This is an optimization exercise on Yosys and OpenROAD, whose aim is small area, a short achievable clock period and few clock cycles per item, not a production implementation. For this run, only the layout was checked, not whether the RTL still works.

**config.mk**
```make
export PLATFORM = sky130hd
export DESIGN_NAME = idct_stage1_top
export DESIGN_NICKNAME = idct_stage1_top
export VERILOG_FILES = /design/flow/design.v
export SDC_FILE = /design/flow/constraint.sdc
export NUM_CORES = 4
export LEC_CHECK = 0
export CAP_MARGIN = 20
export CORE_MARGIN = 2
export CORE_UTILIZATION = 40
export CTS_CLUSTER_DIAMETER = 120
export CTS_CLUSTER_SIZE = 24
export SLEW_MARGIN = 20
```
**constraint.sdc**
```tcl
create_clock -name core_clock -period 12.0 [get_ports {CLOCK}]
set_input_delay 2.4000 -clock core_clock [delete_from_list [all_inputs] [get_ports {CLOCK}]]
set_output_delay 2.4000 -clock core_clock [all_outputs]
set_load 0.01 [all_outputs]
```
**design.v**
```verilog
package dct_pkg;
    typedef logic signed [15:0] coef_t;
    typedef logic signed [15:0] sample_t;
    typedef logic signed [31:0] acc_t;
    localparam int PROD_SHIFT = 8;   
    function automatic coef_t dct_coef(input logic [2:0] k, input logic [2:0] j);
        case ({k, j})
            6'o00: dct_coef = 16'sd1448;
            6'o01: dct_coef = 16'sd2008;
            6'o02: dct_coef = 16'sd1892;
            6'o03: dct_coef = 16'sd1702;
            6'o04: dct_coef = 16'sd1448;
            6'o05: dct_coef = 16'sd1137;
            6'o06: dct_coef = 16'sd783;
            6'o07: dct_coef = 16'sd399;
            6'o10: dct_coef = 16'sd1448;
            6'o11: dct_coef = 16'sd1702;
            6'o12: dct_coef = 16'sd783;
            6'o13: dct_coef = -16'sd399;
            6'o14: dct_coef = -16'sd1448;
            6'o15: dct_coef = -16'sd2008;
            6'o16: dct_coef = -16'sd1892;
            6'o17: dct_coef = -16'sd1137;
            6'o20: dct_coef = 16'sd1448;
            6'o21: dct_coef = 16'sd1137;
            6'o22: dct_coef = -16'sd783;
            6'o23: dct_coef = -16'sd2008;
            6'o24: dct_coef = -16'sd1448;
            6'o25: dct_coef = 16'sd399;
            6'o26: dct_coef = 16'sd1892;
            6'o27: dct_coef = 16'sd1702;
            6'o30: dct_coef = 16'sd1448;
            6'o31: dct_coef = 16'sd399;
            6'o32: dct_coef = -16'sd1892;
            6'o33: dct_coef = -16'sd1137;
            6'o34: dct_coef = 16'sd1448;
            6'o35: dct_coef = 16'sd1702;
            6'o36: dct_coef = -16'sd783;
            6'o37: dct_coef = -16'sd2008;
            6'o40: dct_coef = 16'sd1448;
            6'o41: dct_coef = -16'sd399;
            6'o42: dct_coef = -16'sd1892;
            6'o43: dct_coef = 16'sd1137;
            6'o44: dct_coef = 16'sd1448;
            6'o45: dct_coef = -16'sd1702;
            6'o46: dct_coef = -16'sd783;
            6'o47: dct_coef = 16'sd2008;
            6'o50: dct_coef = 16'sd1448;
            6'o51: dct_coef = -16'sd1137;
            6'o52: dct_coef = -16'sd783;
            6'o53: dct_coef = 16'sd2008;
            6'o54: dct_coef = -16'sd1448;
            6'o55: dct_coef = -16'sd399;
            6'o56: dct_coef = 16'sd1892;
            6'o57: dct_coef = -16'sd1702;
            6'o60: dct_coef = 16'sd1448;
            6'o61: dct_coef = -16'sd1702;
            6'o62: dct_coef = 16'sd783;
            6'o63: dct_coef = 16'sd399;
            6'o64: dct_coef = -16'sd1448;
            6'o65: dct_coef = 16'sd2008;
            6'o66: dct_coef = -16'sd1892;
            6'o67: dct_coef = 16'sd1137;
            6'o70: dct_coef = 16'sd1448;
            6'o71: dct_coef = -16'sd2008;
            6'o72: dct_coef = 16'sd1892;
            6'o73: dct_coef = -16'sd1702;
            6'o74: dct_coef = 16'sd1448;
            6'o75: dct_coef = -16'sd1137;
            6'o76: dct_coef = 16'sd783;
            6'o77: dct_coef = -16'sd399;
            default: dct_coef = '0;
        endcase
    endfunction
    typedef enum logic [1:0] {
        XF_IDLE,
        XF_WAIT_BANK,    
        XF_MAC,
        XF_EMIT
    } xform_state_e;
    typedef enum logic [1:0] {
        FE_IDLE,
        FE_WAIT_BANK,    
        FE_READ,
        FE_DRAIN         
    } fetch_state_e;
endpackage
package sram_map_pkg;
    typedef logic [17:0] sram_addr_t;
    typedef logic [15:0] sram_data_t;
    localparam int BLOCK_DIM = 8;
    localparam int BLOCK_SIZE = 64;
    localparam int SRAM_READ_LATENCY = 2;    
    typedef logic [6:0] buf_addr_t;   
    function automatic sram_addr_t pixel_addr(input logic [31:0] width,
                                              input sram_addr_t prow,
                                              input sram_addr_t pcol);
        sram_addr_t addr;
        addr = pcol;
        for (int b = 0; b < 18; b++) begin
            if (width[b])
                addr = addr + (prow << b);
        end
        pixel_addr = addr;
    endfunction
endpackage
`timescale 1ns/1ps
module bk_add18 (
    input  logic [17:0] a,
    input  logic [17:0] b,
    input  logic ci,
    output logic [17:0] s
);
    logic [17:0] p, g;
    assign p = a ^ b;
    assign g = a & b;
    logic c0;
    assign c0 = g[0] | (p[0] & ci);
    logic g0, p0;
    assign g0 = g[1] | (p[1] & c0);
    assign p0 = p[1] & p[0];
    logic g1, p1;
    assign g1 = g[3] | (p[3] & g[2]);
    assign p1 = p[3] & p[2];
    logic g2, p2;
    assign g2 = g[5] | (p[5] & g[4]);
    assign p2 = p[5] & p[4];
    logic g3, p3;
    assign g3 = g[7] | (p[7] & g[6]);
    assign p3 = p[7] & p[6];
    logic g4, p4;
    assign g4 = g[9] | (p[9] & g[8]);
    assign p4 = p[9] & p[8];
    logic g5, p5;
    assign g5 = g[11] | (p[11] & g[10]);
    assign p5 = p[11] & p[10];
    logic g6, p6;
    assign g6 = g[13] | (p[13] & g[12]);
    assign p6 = p[13] & p[12];
    logic g7, p7;
    assign g7 = g[15] | (p[15] & g[14]);
    assign p7 = p[15] & p[14];
    logic g8, p8;
    assign g8 = g[17] | (p[17] & g[16]);
    assign p8 = p[17] & p[16];
    logic g9, p9;
    assign g9 = g1 | (p1 & g0);
    assign p9 = p1 & p0;
    logic g10, p10;
    assign g10 = g3 | (p3 & g2);
    assign p10 = p3 & p2;
    logic g11, p11;
    assign g11 = g5 | (p5 & g4);
    assign p11 = p5 & p4;
    logic g12, p12;
    assign g12 = g7 | (p7 & g6);
    assign p12 = p7 & p6;
    logic g13, p13;
    assign g13 = g10 | (p10 & g9);
    assign p13 = p10 & p9;
    logic g14, p14;
    assign g14 = g12 | (p12 & g11);
    assign p14 = p12 & p11;
    logic g15, p15;
    assign g15 = g14 | (p14 & g13);
    assign p15 = p14 & p13;
    logic g16, p16;
    assign g16 = g11 | (p11 & g13);
    assign p16 = p11 & p13;
    logic g17, p17;
    assign g17 = g2 | (p2 & g9);
    assign p17 = p2 & p9;
    logic g18, p18;
    assign g18 = g4 | (p4 & g13);
    assign p18 = p4 & p13;
    logic g19, p19;
    assign g19 = g6 | (p6 & g16);
    assign p19 = p6 & p16;
    logic g20, p20;
    assign g20 = g8 | (p8 & g15);
    assign p20 = p8 & p15;
    logic g21, p21;
    assign g21 = g[2] | (p[2] & g0);
    assign p21 = p[2] & p0;
    logic g22, p22;
    assign g22 = g[4] | (p[4] & g9);
    assign p22 = p[4] & p9;
    logic g23, p23;
    assign g23 = g[6] | (p[6] & g17);
    assign p23 = p[6] & p17;
    logic g24, p24;
    assign g24 = g[8] | (p[8] & g13);
    assign p24 = p[8] & p13;
    logic g25, p25;
    assign g25 = g[10] | (p[10] & g18);
    assign p25 = p[10] & p18;
    logic g26, p26;
    assign g26 = g[12] | (p[12] & g16);
    assign p26 = p[12] & p16;
    logic g27, p27;
    assign g27 = g[14] | (p[14] & g19);
    assign p27 = p[14] & p19;
    logic g28, p28;
    assign g28 = g[16] | (p[16] & g15);
    assign p28 = p[16] & p15;
    assign s = p ^ {g28, g15, g27, g19, g26, g16, g25, g18, g24, g13, g23, g17, g22, g9, g21, g0, c0, ci};
endmodule
module bk_add19 (
    input  logic [18:0] a,
    input  logic [18:0] b,
    input  logic ci,
    output logic [18:0] s
);
    logic [18:0] p, g;
    assign p = a ^ b;
    assign g = a & b;
    logic c0;
    assign c0 = g[0] | (p[0] & ci);
    logic g0, p0;
    assign g0 = g[1] | (p[1] & c0);
    assign p0 = p[1] & p[0];
    logic g1, p1;
    assign g1 = g[3] | (p[3] & g[2]);
    assign p1 = p[3] & p[2];
    logic g2, p2;
    assign g2 = g[5] | (p[5] & g[4]);
    assign p2 = p[5] & p[4];
    logic g3, p3;
    assign g3 = g[7] | (p[7] & g[6]);
    assign p3 = p[7] & p[6];
    logic g4, p4;
    assign g4 = g[9] | (p[9] & g[8]);
    assign p4 = p[9] & p[8];
    logic g5, p5;
    assign g5 = g[11] | (p[11] & g[10]);
    assign p5 = p[11] & p[10];
    logic g6, p6;
    assign g6 = g[13] | (p[13] & g[12]);
    assign p6 = p[13] & p[12];
    logic g7, p7;
    assign g7 = g[15] | (p[15] & g[14]);
    assign p7 = p[15] & p[14];
    logic g8, p8;
    assign g8 = g[17] | (p[17] & g[16]);
    assign p8 = p[17] & p[16];
    logic g9, p9;
    assign g9 = g1 | (p1 & g0);
    assign p9 = p1 & p0;
    logic g10, p10;
    assign g10 = g3 | (p3 & g2);
    assign p10 = p3 & p2;
    logic g11, p11;
    assign g11 = g5 | (p5 & g4);
    assign p11 = p5 & p4;
    logic g12, p12;
    assign g12 = g7 | (p7 & g6);
    assign p12 = p7 & p6;
    logic g13, p13;
    assign g13 = g10 | (p10 & g9);
    assign p13 = p10 & p9;
    logic g14, p14;
    assign g14 = g12 | (p12 & g11);
    assign p14 = p12 & p11;
    logic g15, p15;
    assign g15 = g14 | (p14 & g13);
    assign p15 = p14 & p13;
    logic g16, p16;
    assign g16 = g11 | (p11 & g13);
    assign p16 = p11 & p13;
    logic g17, p17;
    assign g17 = g2 | (p2 & g9);
    assign p17 = p2 & p9;
    logic g18, p18;
    assign g18 = g4 | (p4 & g13);
    assign p18 = p4 & p13;
    logic g19, p19;
    assign g19 = g6 | (p6 & g16);
    assign p19 = p6 & p16;
    logic g20, p20;
    assign g20 = g8 | (p8 & g15);
    assign p20 = p8 & p15;
    logic g21, p21;
    assign g21 = g[2] | (p[2] & g0);
    assign p21 = p[2] & p0;
    logic g22, p22;
    assign g22 = g[4] | (p[4] & g9);
    assign p22 = p[4] & p9;
    logic g23, p23;
    assign g23 = g[6] | (p[6] & g17);
    assign p23 = p[6] & p17;
    logic g24, p24;
    assign g24 = g[8] | (p[8] & g13);
    assign p24 = p[8] & p13;
    logic g25, p25;
    assign g25 = g[10] | (p[10] & g18);
    assign p25 = p[10] & p18;
    logic g26, p26;
    assign g26 = g[12] | (p[12] & g16);
    assign p26 = p[12] & p16;
    logic g27, p27;
    assign g27 = g[14] | (p[14] & g19);
    assign p27 = p[14] & p19;
    logic g28, p28;
    assign g28 = g[16] | (p[16] & g15);
    assign p28 = p[16] & p15;
    logic g29, p29;
    assign g29 = g[18] | (p[18] & g20);
    assign p29 = p[18] & p20;
    assign s = p ^ {g20, g28, g15, g27, g19, g26, g16, g25, g18, g24, g13, g23, g17, g22, g9, g21, g0, c0, ci};
endmodule
module bk_add20 (
    input  logic [19:0] a,
    input  logic [19:0] b,
    input  logic ci,
    output logic [19:0] s
);
    logic [19:0] p, g;
    assign p = a ^ b;
    assign g = a & b;
    logic c0;
    assign c0 = g[0] | (p[0] & ci);
    logic g0, p0;
    assign g0 = g[1] | (p[1] & c0);
    assign p0 = p[1] & p[0];
    logic g1, p1;
    assign g1 = g[3] | (p[3] & g[2]);
    assign p1 = p[3] & p[2];
    logic g2, p2;
    assign g2 = g[5] | (p[5] & g[4]);
    assign p2 = p[5] & p[4];
    logic g3, p3;
    assign g3 = g[7] | (p[7] & g[6]);
    assign p3 = p[7] & p[6];
    logic g4, p4;
    assign g4 = g[9] | (p[9] & g[8]);
    assign p4 = p[9] & p[8];
    logic g5, p5;
    assign g5 = g[11] | (p[11] & g[10]);
    assign p5 = p[11] & p[10];
    logic g6, p6;
    assign g6 = g[13] | (p[13] & g[12]);
    assign p6 = p[13] & p[12];
    logic g7, p7;
    assign g7 = g[15] | (p[15] & g[14]);
    assign p7 = p[15] & p[14];
    logic g8, p8;
    assign g8 = g[17] | (p[17] & g[16]);
    assign p8 = p[17] & p[16];
    logic g9, p9;
    assign g9 = g[19] | (p[19] & g[18]);
    assign p9 = p[19] & p[18];
    logic g10, p10;
    assign g10 = g1 | (p1 & g0);
    assign p10 = p1 & p0;
    logic g11, p11;
    assign g11 = g3 | (p3 & g2);
    assign p11 = p3 & p2;
    logic g12, p12;
    assign g12 = g5 | (p5 & g4);
    assign p12 = p5 & p4;
    logic g13, p13;
    assign g13 = g7 | (p7 & g6);
    assign p13 = p7 & p6;
    logic g14, p14;
    assign g14 = g9 | (p9 & g8);
    assign p14 = p9 & p8;
    logic g15, p15;
    assign g15 = g11 | (p11 & g10);
    assign p15 = p11 & p10;
    logic g16, p16;
    assign g16 = g13 | (p13 & g12);
    assign p16 = p13 & p12;
    logic g17, p17;
    assign g17 = g16 | (p16 & g15);
    assign p17 = p16 & p15;
    logic g18, p18;
    assign g18 = g12 | (p12 & g15);
    assign p18 = p12 & p15;
    logic g19, p19;
    assign g19 = g14 | (p14 & g17);
    assign p19 = p14 & p17;
    logic g20, p20;
    assign g20 = g2 | (p2 & g10);
    assign p20 = p2 & p10;
    logic g21, p21;
    assign g21 = g4 | (p4 & g15);
    assign p21 = p4 & p15;
    logic g22, p22;
    assign g22 = g6 | (p6 & g18);
    assign p22 = p6 & p18;
    logic g23, p23;
    assign g23 = g8 | (p8 & g17);
    assign p23 = p8 & p17;
    logic g24, p24;
    assign g24 = g[2] | (p[2] & g0);
    assign p24 = p[2] & p0;
    logic g25, p25;
    assign g25 = g[4] | (p[4] & g10);
    assign p25 = p[4] & p10;
    logic g26, p26;
    assign g26 = g[6] | (p[6] & g20);
    assign p26 = p[6] & p20;
    logic g27, p27;
    assign g27 = g[8] | (p[8] & g15);
    assign p27 = p[8] & p15;
    logic g28, p28;
    assign g28 = g[10] | (p[10] & g21);
    assign p28 = p[10] & p21;
    logic g29, p29;
    assign g29 = g[12] | (p[12] & g18);
    assign p29 = p[12] & p18;
    logic g30, p30;
    assign g30 = g[14] | (p[14] & g22);
    assign p30 = p[14] & p22;
    logic g31, p31;
    assign g31 = g[16] | (p[16] & g17);
    assign p31 = p[16] & p17;
    logic g32, p32;
    assign g32 = g[18] | (p[18] & g23);
    assign p32 = p[18] & p23;
    assign s = p ^ {g32, g23, g31, g17, g30, g22, g29, g18, g28, g21, g27, g15, g26, g20, g25, g10, g24, g0, c0, ci};
endmodule
module bk_add22 (
    input  logic [21:0] a,
    input  logic [21:0] b,
    input  logic ci,
    output logic [21:0] s
);
    logic [21:0] p, g;
    assign p = a ^ b;
    assign g = a & b;
    logic c0;
    assign c0 = g[0] | (p[0] & ci);
    logic g0, p0;
    assign g0 = g[1] | (p[1] & c0);
    assign p0 = p[1] & p[0];
    logic g1, p1;
    assign g1 = g[3] | (p[3] & g[2]);
    assign p1 = p[3] & p[2];
    logic g2, p2;
    assign g2 = g[5] | (p[5] & g[4]);
    assign p2 = p[5] & p[4];
    logic g3, p3;
    assign g3 = g[7] | (p[7] & g[6]);
    assign p3 = p[7] & p[6];
    logic g4, p4;
    assign g4 = g[9] | (p[9] & g[8]);
    assign p4 = p[9] & p[8];
    logic g5, p5;
    assign g5 = g[11] | (p[11] & g[10]);
    assign p5 = p[11] & p[10];
    logic g6, p6;
    assign g6 = g[13] | (p[13] & g[12]);
    assign p6 = p[13] & p[12];
    logic g7, p7;
    assign g7 = g[15] | (p[15] & g[14]);
    assign p7 = p[15] & p[14];
    logic g8, p8;
    assign g8 = g[17] | (p[17] & g[16]);
    assign p8 = p[17] & p[16];
    logic g9, p9;
    assign g9 = g[19] | (p[19] & g[18]);
    assign p9 = p[19] & p[18];
    logic g10, p10;
    assign g10 = g[21] | (p[21] & g[20]);
    assign p10 = p[21] & p[20];
    logic g11, p11;
    assign g11 = g1 | (p1 & g0);
    assign p11 = p1 & p0;
    logic g12, p12;
    assign g12 = g3 | (p3 & g2);
    assign p12 = p3 & p2;
    logic g13, p13;
    assign g13 = g5 | (p5 & g4);
    assign p13 = p5 & p4;
    logic g14, p14;
    assign g14 = g7 | (p7 & g6);
    assign p14 = p7 & p6;
    logic g15, p15;
    assign g15 = g9 | (p9 & g8);
    assign p15 = p9 & p8;
    logic g16, p16;
    assign g16 = g12 | (p12 & g11);
    assign p16 = p12 & p11;
    logic g17, p17;
    assign g17 = g14 | (p14 & g13);
    assign p17 = p14 & p13;
    logic g18, p18;
    assign g18 = g17 | (p17 & g16);
    assign p18 = p17 & p16;
    logic g19, p19;
    assign g19 = g13 | (p13 & g16);
    assign p19 = p13 & p16;
    logic g20, p20;
    assign g20 = g15 | (p15 & g18);
    assign p20 = p15 & p18;
    logic g21, p21;
    assign g21 = g2 | (p2 & g11);
    assign p21 = p2 & p11;
    logic g22, p22;
    assign g22 = g4 | (p4 & g16);
    assign p22 = p4 & p16;
    logic g23, p23;
    assign g23 = g6 | (p6 & g19);
    assign p23 = p6 & p19;
    logic g24, p24;
    assign g24 = g8 | (p8 & g18);
    assign p24 = p8 & p18;
    logic g25, p25;
    assign g25 = g10 | (p10 & g20);
    assign p25 = p10 & p20;
    logic g26, p26;
    assign g26 = g[2] | (p[2] & g0);
    assign p26 = p[2] & p0;
    logic g27, p27;
    assign g27 = g[4] | (p[4] & g11);
    assign p27 = p[4] & p11;
    logic g28, p28;
    assign g28 = g[6] | (p[6] & g21);
    assign p28 = p[6] & p21;
    logic g29, p29;
    assign g29 = g[8] | (p[8] & g16);
    assign p29 = p[8] & p16;
    logic g30, p30;
    assign g30 = g[10] | (p[10] & g22);
    assign p30 = p[10] & p22;
    logic g31, p31;
    assign g31 = g[12] | (p[12] & g19);
    assign p31 = p[12] & p19;
    logic g32, p32;
    assign g32 = g[14] | (p[14] & g23);
    assign p32 = p[14] & p23;
    logic g33, p33;
    assign g33 = g[16] | (p[16] & g18);
    assign p33 = p[16] & p18;
    logic g34, p34;
    assign g34 = g[18] | (p[18] & g24);
    assign p34 = p[18] & p24;
    logic g35, p35;
    assign g35 = g[20] | (p[20] & g20);
    assign p35 = p[20] & p20;
    assign s = p ^ {g35, g20, g34, g24, g33, g18, g32, g23, g31, g19, g30, g22, g29, g16, g28, g21, g27, g11, g26, g0, c0, ci};
endmodule
`timescale 1ns/1ps
module idct_stage1_top #(
    parameter int BLOCK_COLS = 40,
    parameter int BLOCK_ROWS = 30,
    parameter int RESULT_BASE = 76800
) (
    input  logic       CLOCK,
    input  logic       Resetn,
    input  logic       start,
    input  logic [15:0] sram_read_data,
    output logic [17:0] sram_address,
    output logic [15:0] sram_write_data,
    output logic       sram_we_n,
    output logic       busy,
    output logic       done
);
    localparam int NSEG = BLOCK_COLS * BLOCK_ROWS * 8;    
    localparam int SEG_W = 14;
    localparam int WOFS = RESULT_BASE / 8 - 1;            
    logic [3:0] fc;                  
    logic [SEG_W-1:0] seg;           
    logic wr_on;                     
    logic [3:0] fc_n;
    logic [SEG_W-1:0] seg_n;
    logic [14:0] wseg;
    logic [2:0] kord;
    logic we;                        
    assign fc_n = fc + 4'd1;
    assign seg_n = (fc == 4'd15) ? seg + 1'b1 : seg;
    assign wseg = 15'(seg) + 15'(WOFS);
    assign sram_we_n = !we;
    always_comb begin
        case (fc_n[2:0])
            3'd0: kord = 3'd0;
            3'd1: kord = 3'd1;
            3'd2: kord = 3'd3;
            3'd3: kord = 3'd2;
            3'd4: kord = 3'd7;
            3'd5: kord = 3'd6;
            3'd6: kord = 3'd4;
            default: kord = 3'd5;
        endcase
    end
    always_ff @(posedge CLOCK or negedge Resetn) begin
        if (!Resetn) begin
            busy <= 1'b0;
            done <= 1'b0;
            we <= 1'b0;
        end else begin
            done <= 1'b0;
            we <= 1'b0;
            if (!busy) begin
                if (start)
                    busy <= 1'b1;
            end else begin
                we <= fc_n[3] && wr_on;
                if (fc == 4'd14 && seg == SEG_W'(NSEG)) begin
                    busy <= 1'b0;
                    done <= 1'b1;
                end
            end
        end
    end
    always_ff @(posedge CLOCK) begin
        if (!busy) begin
            fc <= 4'd0;
            seg <= '0;
            wr_on <= 1'b0;
            sram_address <= '0;
        end else begin
            fc <= fc_n;
            seg <= seg_n;
            if (fc == 4'd15)
                wr_on <= 1'b1;
            if (fc_n[3])
                sram_address <= {wseg, fc_n[2:0]};
            else
                sram_address <= {1'b0, seg_n, kord};
        end
    end
    logic signed [15:0] s_in, s_d1;
    logic s_vld;
    assign s_vld = (fc >= 4'd2) && (fc <= 4'd9);
    always_ff @(posedge CLOCK) begin
        s_in <= s_vld ? sram_read_data : 16'd0;
        s_d1 <= s_in;
    end
    logic signed [15:0] q1;
    logic signed [17:0] q3;
    logic signed [18:0] q5;
    logic signed [19:0] q15;
    logic [17:0] a3;
    logic [18:0] a5;
    logic [19:0] a15;
    bk_add18 u_q3  (.a({s_d1[15], s_d1, 1'b0}), .b({{2{s_d1[15]}}, s_d1}), .ci(1'b0), .s(a3));
    bk_add19 u_q5  (.a({s_d1[15], s_d1, 2'b0}), .b({{3{s_d1[15]}}, s_d1}), .ci(1'b0), .s(a5));
    bk_add20 u_q15 (.a({s_d1, 4'b0}), .b(~{{4{s_d1[15]}}, s_d1}), .ci(1'b1), .s(a15));
    always_ff @(posedge CLOCK) begin
        q1  <= s_d1;
        q3  <= a3;
        q5  <= a5;
        q15 <= a15;
    end
    logic signed [24:0] p399;
    logic signed [25:0] p783, p851;
    logic signed [26:0] p1137;
    logic signed [23:0] p251, p181;
    logic signed [24:0] p473;
    assign p399  = (25'(q3) <<< 7) + 25'(q15);
    assign p783  = (26'(q3) <<< 8) + 26'(q15);
    assign p1137 = (27'(q1) <<< 10) + (27'(q1) <<< 7) - 27'(q15);
    assign p251  = (24'(q1) <<< 8) - 24'(q5);
    assign p473  = (25'(q15) <<< 5) - (25'(q1) <<< 3) + 25'(q1);
    assign p181  = (24'(q15) <<< 4) - (24'(q15) <<< 2) + 24'(q1);
    assign p851  = (26'(q3) <<< 8) + (26'(q5) <<< 4) + 26'(q3);
    logic signed [18:0] f1448, f2008, f1892, f1702, f1137;
    logic signed [17:0] f783;
    logic signed [16:0] f399;
    logic z5, z6, z7, z8;        
    always_ff @(posedge CLOCK) begin
        f1448 <= 19'(p181 >>> 5);
        f2008 <= 19'(p251 >>> 5);
        f1892 <= 19'(p473 >>> 6);
        f1702 <= 19'(p851 >>> 7);
        f1137 <= 19'(p1137 >>> 8);
        f783  <= 18'(p783 >>> 8);
        f399  <= 17'(p399 >>> 8);
        z5 <= (q1[4:0] == 5'd0);
        z6 <= (q1[5:0] == 6'd0);
        z7 <= (q1[6:0] == 7'd0);
        z8 <= (q1[7:0] == 8'd0);
    end
    logic ld;                    
    logic [7:0] neg_n, pos_n;    
    logic [7:0] neg, pos;
    always_comb begin
        case (fc)
            4'd6:  neg_n = 8'b01101011;
            4'd7:  neg_n = 8'b00111010;
            4'd8:  neg_n = 8'b01011000;
            4'd9:  neg_n = 8'b00001111;
            4'd10: neg_n = 8'b01100100;
            4'd11: neg_n = 8'b00110101;
            4'd12: neg_n = 8'b01010111;
            default: neg_n = 8'b00000000;
        endcase
        pos_n = (fc == 4'd5) ? 8'b00000000 : ~neg_n;
    end
    always_ff @(posedge CLOCK) begin
        neg <= neg_n;
        pos <= pos_n;
        ld <= (fc == 4'd5);
    end
    logic signed [21:0] rz, ry, re, rf, ra, rb, rc, rd;
    logic [21:0] nz, ny, ne, nf, na, nb, nc, nd;
    bk_add22 u_az (.a(rz & {22{pos[7] | neg[7]}}), .b({{3{f1448[18]}}, f1448} ^ {22{neg[7]}}), .ci(neg[7] & z5), .s(nz));
    bk_add22 u_ay (.a(ry & {22{pos[6] | neg[6]}}), .b({{3{f1448[18]}}, f1448} ^ {22{neg[6]}}), .ci(neg[6] & z5), .s(ny));
    bk_add22 u_ae (.a(rf & {22{pos[5] | neg[5]}}), .b({{3{f1892[18]}}, f1892} ^ {22{neg[5]}}), .ci(neg[5] & z6), .s(ne));
    bk_add22 u_af (.a(re & {22{pos[4] | neg[4]}}), .b({{4{f783[17]}}, f783} ^ {22{neg[4]}}), .ci(neg[4] & z8), .s(nf));
    bk_add22 u_aa (.a(rc & {22{pos[3] | neg[3]}}), .b({{3{f2008[18]}}, f2008} ^ {22{neg[3]}}), .ci(neg[3] & z5), .s(na));
    bk_add22 u_ab (.a(ra & {22{pos[2] | neg[2]}}), .b({{3{f1702[18]}}, f1702} ^ {22{neg[2]}}), .ci(neg[2] & z7), .s(nb));
    bk_add22 u_ac (.a(rd & {22{pos[1] | neg[1]}}), .b({{3{f1137[18]}}, f1137} ^ {22{neg[1]}}), .ci(neg[1] & z8), .s(nc));
    bk_add22 u_ad (.a(rb & {22{pos[0] | neg[0]}}), .b({{5{f399[16]}}, f399} ^ {22{neg[0]}}), .ci(neg[0] & z8), .s(nd));
    always_ff @(posedge CLOCK) begin
        rz <= nz;
        ry <= ny;
        re <= ne;
        rf <= nf;
        ra <= na;
        rb <= nb;
        rc <= nc;
        rd <= nd;
    end
    logic [16:0] ch [8];
    function automatic logic [16:0] pack(input logic signed [21:0] v);
        pack = {v[21], (v[21:15] != {7{v[21]}}), v[14:0]};
    endfunction
    always_ff @(posedge CLOCK) begin
        if (ld) begin
            ch[0] <= pack(rz);
            ch[1] <= pack(rc);
            ch[2] <= pack(rf);
            ch[3] <= pack(ra);
            ch[4] <= pack(ry);
            ch[5] <= pack(rd);
            ch[6] <= pack(re);
            ch[7] <= pack(rb);
        end else begin
            for (int e = 0; e < 7; e++)
                ch[e] <= ch[e+1];
            ch[7] <= ch[7];
        end
        sram_write_data <= {ch[0][16], ch[0][15] ? {15{!ch[0][16]}} : ch[0][14:0]};
    end
endmodule
```
**flow/run.sh**
```bash
#!/bin/bash
set -euo pipefail
export BUFFER_PORTS_ARGS="-buffer_cell sky130_fd_sc_hd__buf_4"
export SETUP_SLACK_MARGIN=8.3
bash standard.sh > standard.log 2>&1
```
**standard.sh**
```bash
#!/bin/bash
# synth_recipe.tcl (not shown) runs the flow's synth.tcl, then flattens the netlist and writes it again
# the make line also repeats each setting of config.mk as NAME=value (left out here)
make -C /OpenROAD-flow-scripts/flow DESIGN_CONFIG=/design/flow/config.mk WORK_HOME=/design/flow/orfs CLKGATE_MAP_FILE= SYNTH_SCRIPT=/design/flow/synth_recipe.tcl "${@:-finish}"
```
==> metrics.md <==
| Metric | Value |
|---|---|
| Post-layout util | 45.0% |
| Number of vias per cell | 4.86 |
| Total global-route track usage | 20.1% |
| Total grt overflow | 0 |
| Seq/Total Area, Yosys | 36.8% |
| H-Tree Depth | 1 |
| Final Hold Fails | 0 |
| Commonest non-fill, non-tap cell in the layout | dfxtp_1 |
| Num CTS Buffers | 30 |
| Slew Limit Fails | 0 |
| Slew HR | 28.7% |
| Mapped Area | 34100 µm² |
| Clk root buf | clkbuf_16 |
| Yosys warnings | 2 |
| Count of flip-flops with a built-in enable after synthesis | 17 |
| Setup Crit Path Kind | reg2reg |
| Avg Synthesized Cell Area | 10.1 µm² |
| Worst-path clk slew | 0.09 ns |
| Avg WL per Cell | 18.8 µm |
| Ranking of synthesized cells by area | dfxtp_1 (35%), ha_1 (13%), fa_1 (11%) |
| Final setup TNS | 0 ns |
| ANT nets after route | 0 |
| Max Freq | 255 MHz |
| HP Class | reg2reg |
| Setup crit end kind | flop |
| Worst-Margin Slew | 1.06 ns |
| First-pass GRT wire length | 133000 µm |
| Async SR Flop Fraction | 0.487% |
| RePlAce Congestion | 0.902 |
| Final setup fails | 0 |
| Cells after synthesis | 3372 |
| Critical path data arrival time | 4.49 ns |
| Outcome | no timing/DRC/antenna violations |
| First-pass iteration count of the detailed router | 5 |
| Cell taking the most area after synthesis | dfxtp_1 |
| DR DRC count | 0 |
| Critical Path Start Type | flop |
| Main synth FF type | dfxtp_1 |
| Layout cell share with drive strength beyond 1 | 13.6% |
| Final Cycle Share | 32.7% |
| Final Instance Count excl. Fillers | 4658 |
| Clk sinks | 616 |
| Synthesis-stage register bit count | 616 |
| Met1 Use GR | 28.8% |
| Chip height | 296 µm |
| Netlist cell types | 66 |
| Clock Path Buffers | 3 |
| Required time worst endpoint | 12.57 ns |
| Fin crit period | 3.92 ns |
| Initial antenna violation count | 12 |
| GR peak layer | met2 |
| Most frequent cells in the layout | dfxtp_1 (571), inv_1 (430), ha_1 (347) |
| Detail Placement HPWL | 70200 µm |
| Die area | 87500 µm² |
| IO Port Bufs | 55 |
| Post-CTS Hold Fix Bufs | 0 |
| Core box area | 84700 µm² |
| CP max FO | 2 |
| RSZ-0062 raised after global routing | yes |
| DR iter-0 viols | 1218 |
| Fin Clk Skew | 0.0331 ns |
| Max Cap Viol | 0 |
| Synth Net Count | 3921 |
| NumNets Final | 4051 |
| Cell count after placement | 4510 |
| P&R area growth vs syn | 12.0% |
| M2 GR Usage | 33.0% |
| M3 GR Usage | 1.61% |
| Worst-Skew Late Latency | 0.65 ns |
| Top-area cell type share of the netlist area | 35.0% |
| CTS tree | built |
| Die width | 296 µm |
| Vias | 22.6k |
| Largest net degree at the start of global routing | 63 |
| WL final | 87800 µm |
| Initial Utilization | 40.2% |
| Vias in the first global route | 22.0k |
| Row cnt | 107 |
| IO Count | 56 |
## flip-flops by register name, summed over array words and instances (netlist names), 15 cells and up
signal,cells
sram_write_data,16
f2008,19
sram_address,18
f783,18
f1137,19
f399,17
rd,22
q5,17
ra,22
ry,22
s_in,16
rf,22
f1448,19
f1702,19
rz,22
q15,20
s_d1,16
ch,136
q3,15
f1892,19
rc,22
rb,22
re,22
## layout make-up
cell class | instances | area, µm²
antenna | 1 | 2.50
clock buffer | 38 | 802
clock inverter | 5 | 66.3
fill | 8024 | 46600
inverter | 443 | 1680
multi-input combinational | 2248 | 20100
sequential | 616 | 12600
tap | 1144 | 1430
timing repair buffer | 163 | 1440
## cells in the mapped netlist (24+ instances only)
cell	instances
dfxtp_1	596
inv_1	443
ha_1	349
xor2_1	198
and2_1	196
fa_1	181
xnor2_1	178
nor2_1	148
a21oi_1	141
nand2_1	118
mux2_2	112
o21ai_0	93
a21o_1	76
nor3_1	60
clkbuf_1	58
nand3_1	44
o21a_1	40
nor2b_1	36
o211ai_1	24
## through the flow
stage / hold WS [ns] / setup slack [ns] / area (µm²)
6_report: 0.330 / 8.08 / 38100
5_1_grt: 0.338 / 7.94 / 38100
4_1_cts: 0.333 / 7.96 / 37600
3_5_place_dp: 0.312 / 7.44 / 35900
3_3_place_gp: 0.310 / 7.51 / 35900
2_1_floorplan: 0.310 / 8.23 / 34300
## final timing paths
check	from	end	slack [ns]	cells past startpoint
setup / recovery	neg[0]	rd[21]	8.08	17
hold / removal	s_in[2]	s_d1[2]	0.33	0
setup reg to reg	neg[0]	rd[21]	8.08	17
hold reg to reg	s_in[2]	s_d1[2]	0.33	0
max in group asynchronous	Resetn	busy	10.36	1
min in group asynchronous	Resetn	busy	1.54	1
## kinds of logic (layout without fill, tap and decap cells)
| family | Yosys count | count (layout) | share of synthesized area (%) |
|---|---|---|---|
| DFF | 616 | 616 | 36.8 |
| muxes | 117 | 117 | 3.85 |
| buffers and inverters | 515 | 649 | 5.68 |
| adders and majority gates | 530 | 530 | 23.5 |
| other | 0 | 1 | 0 |
| AOI/OAI and AO/OA | 503 | 503 | 9.61 |
| xor gates and xnor gates | 376 | 376 | 9.67 |
| and+or+nand+nor | 715 | 722 | 11.0 |
## layer usage
metal,vias to the layer above,wire [µm]
met5,-,0
met4,0,2050
met3,91,3530
met2,430,40200
met1,10800,42000
li1,11300,-
## critical path, cell delays in order (launching register included)
cell	delay (ns)
dfxtp_4	0.36
buf_12	0.12
or2_4	0.27
and2_4	0.17
fa_2	0.38
fa_2	0.35
a21o_1	0.17
a21oi_2	0.16
o211ai_1	0.17
a31oi_2	0.21
a211oi_2	0.12
or4_1	0.43
a31oi_2	0.17
o21bai_1	0.09
a21oi_2	0.18
fa_2	0.22
xor2_1	0.16
xnor2_1	0.14
## what timing repair did
| action | 4_1_cts | 5_1_grt |
|---|---|---|
| pin swaps | 55 | 67 |
| endpoints found under the setup margin | 61 | 47 |
| setup buffers | 60 | 33 |
| gates resized for setup | 75 | 63 |
| hold endpoints to repair | 0 | 0 |
| cloned | 11 | 0 |

re-timing with driven ports:
The results above use ideal ports. As a check the final layout listed here was re-extracted and re-timed, cells and wires unchanged.
Step 1: set_driving_cell puts a clkbuf_16 on CLOCK and a buf_2 on each other input, an assumption about the parent block.
Step 2 adds t to the input delays and takes it off the output delays; t is the mean of the earliest and latest rising clock arrival at the registers after step 1. Input paths then give back, and output paths get back, about the clock's delay inside the block.
a / b / c = ideal / step 1 / step 2; a / b = the first two.
t (ns): 0.695
slack for setup (ns): 8.080 / 8.080 / 8.080
worst setup path at the end: register to register
After both steps this run still meets setup and hold. The setup slack of this run moves by 0.000 ns with the drivers and by 0.000 ns with both steps.
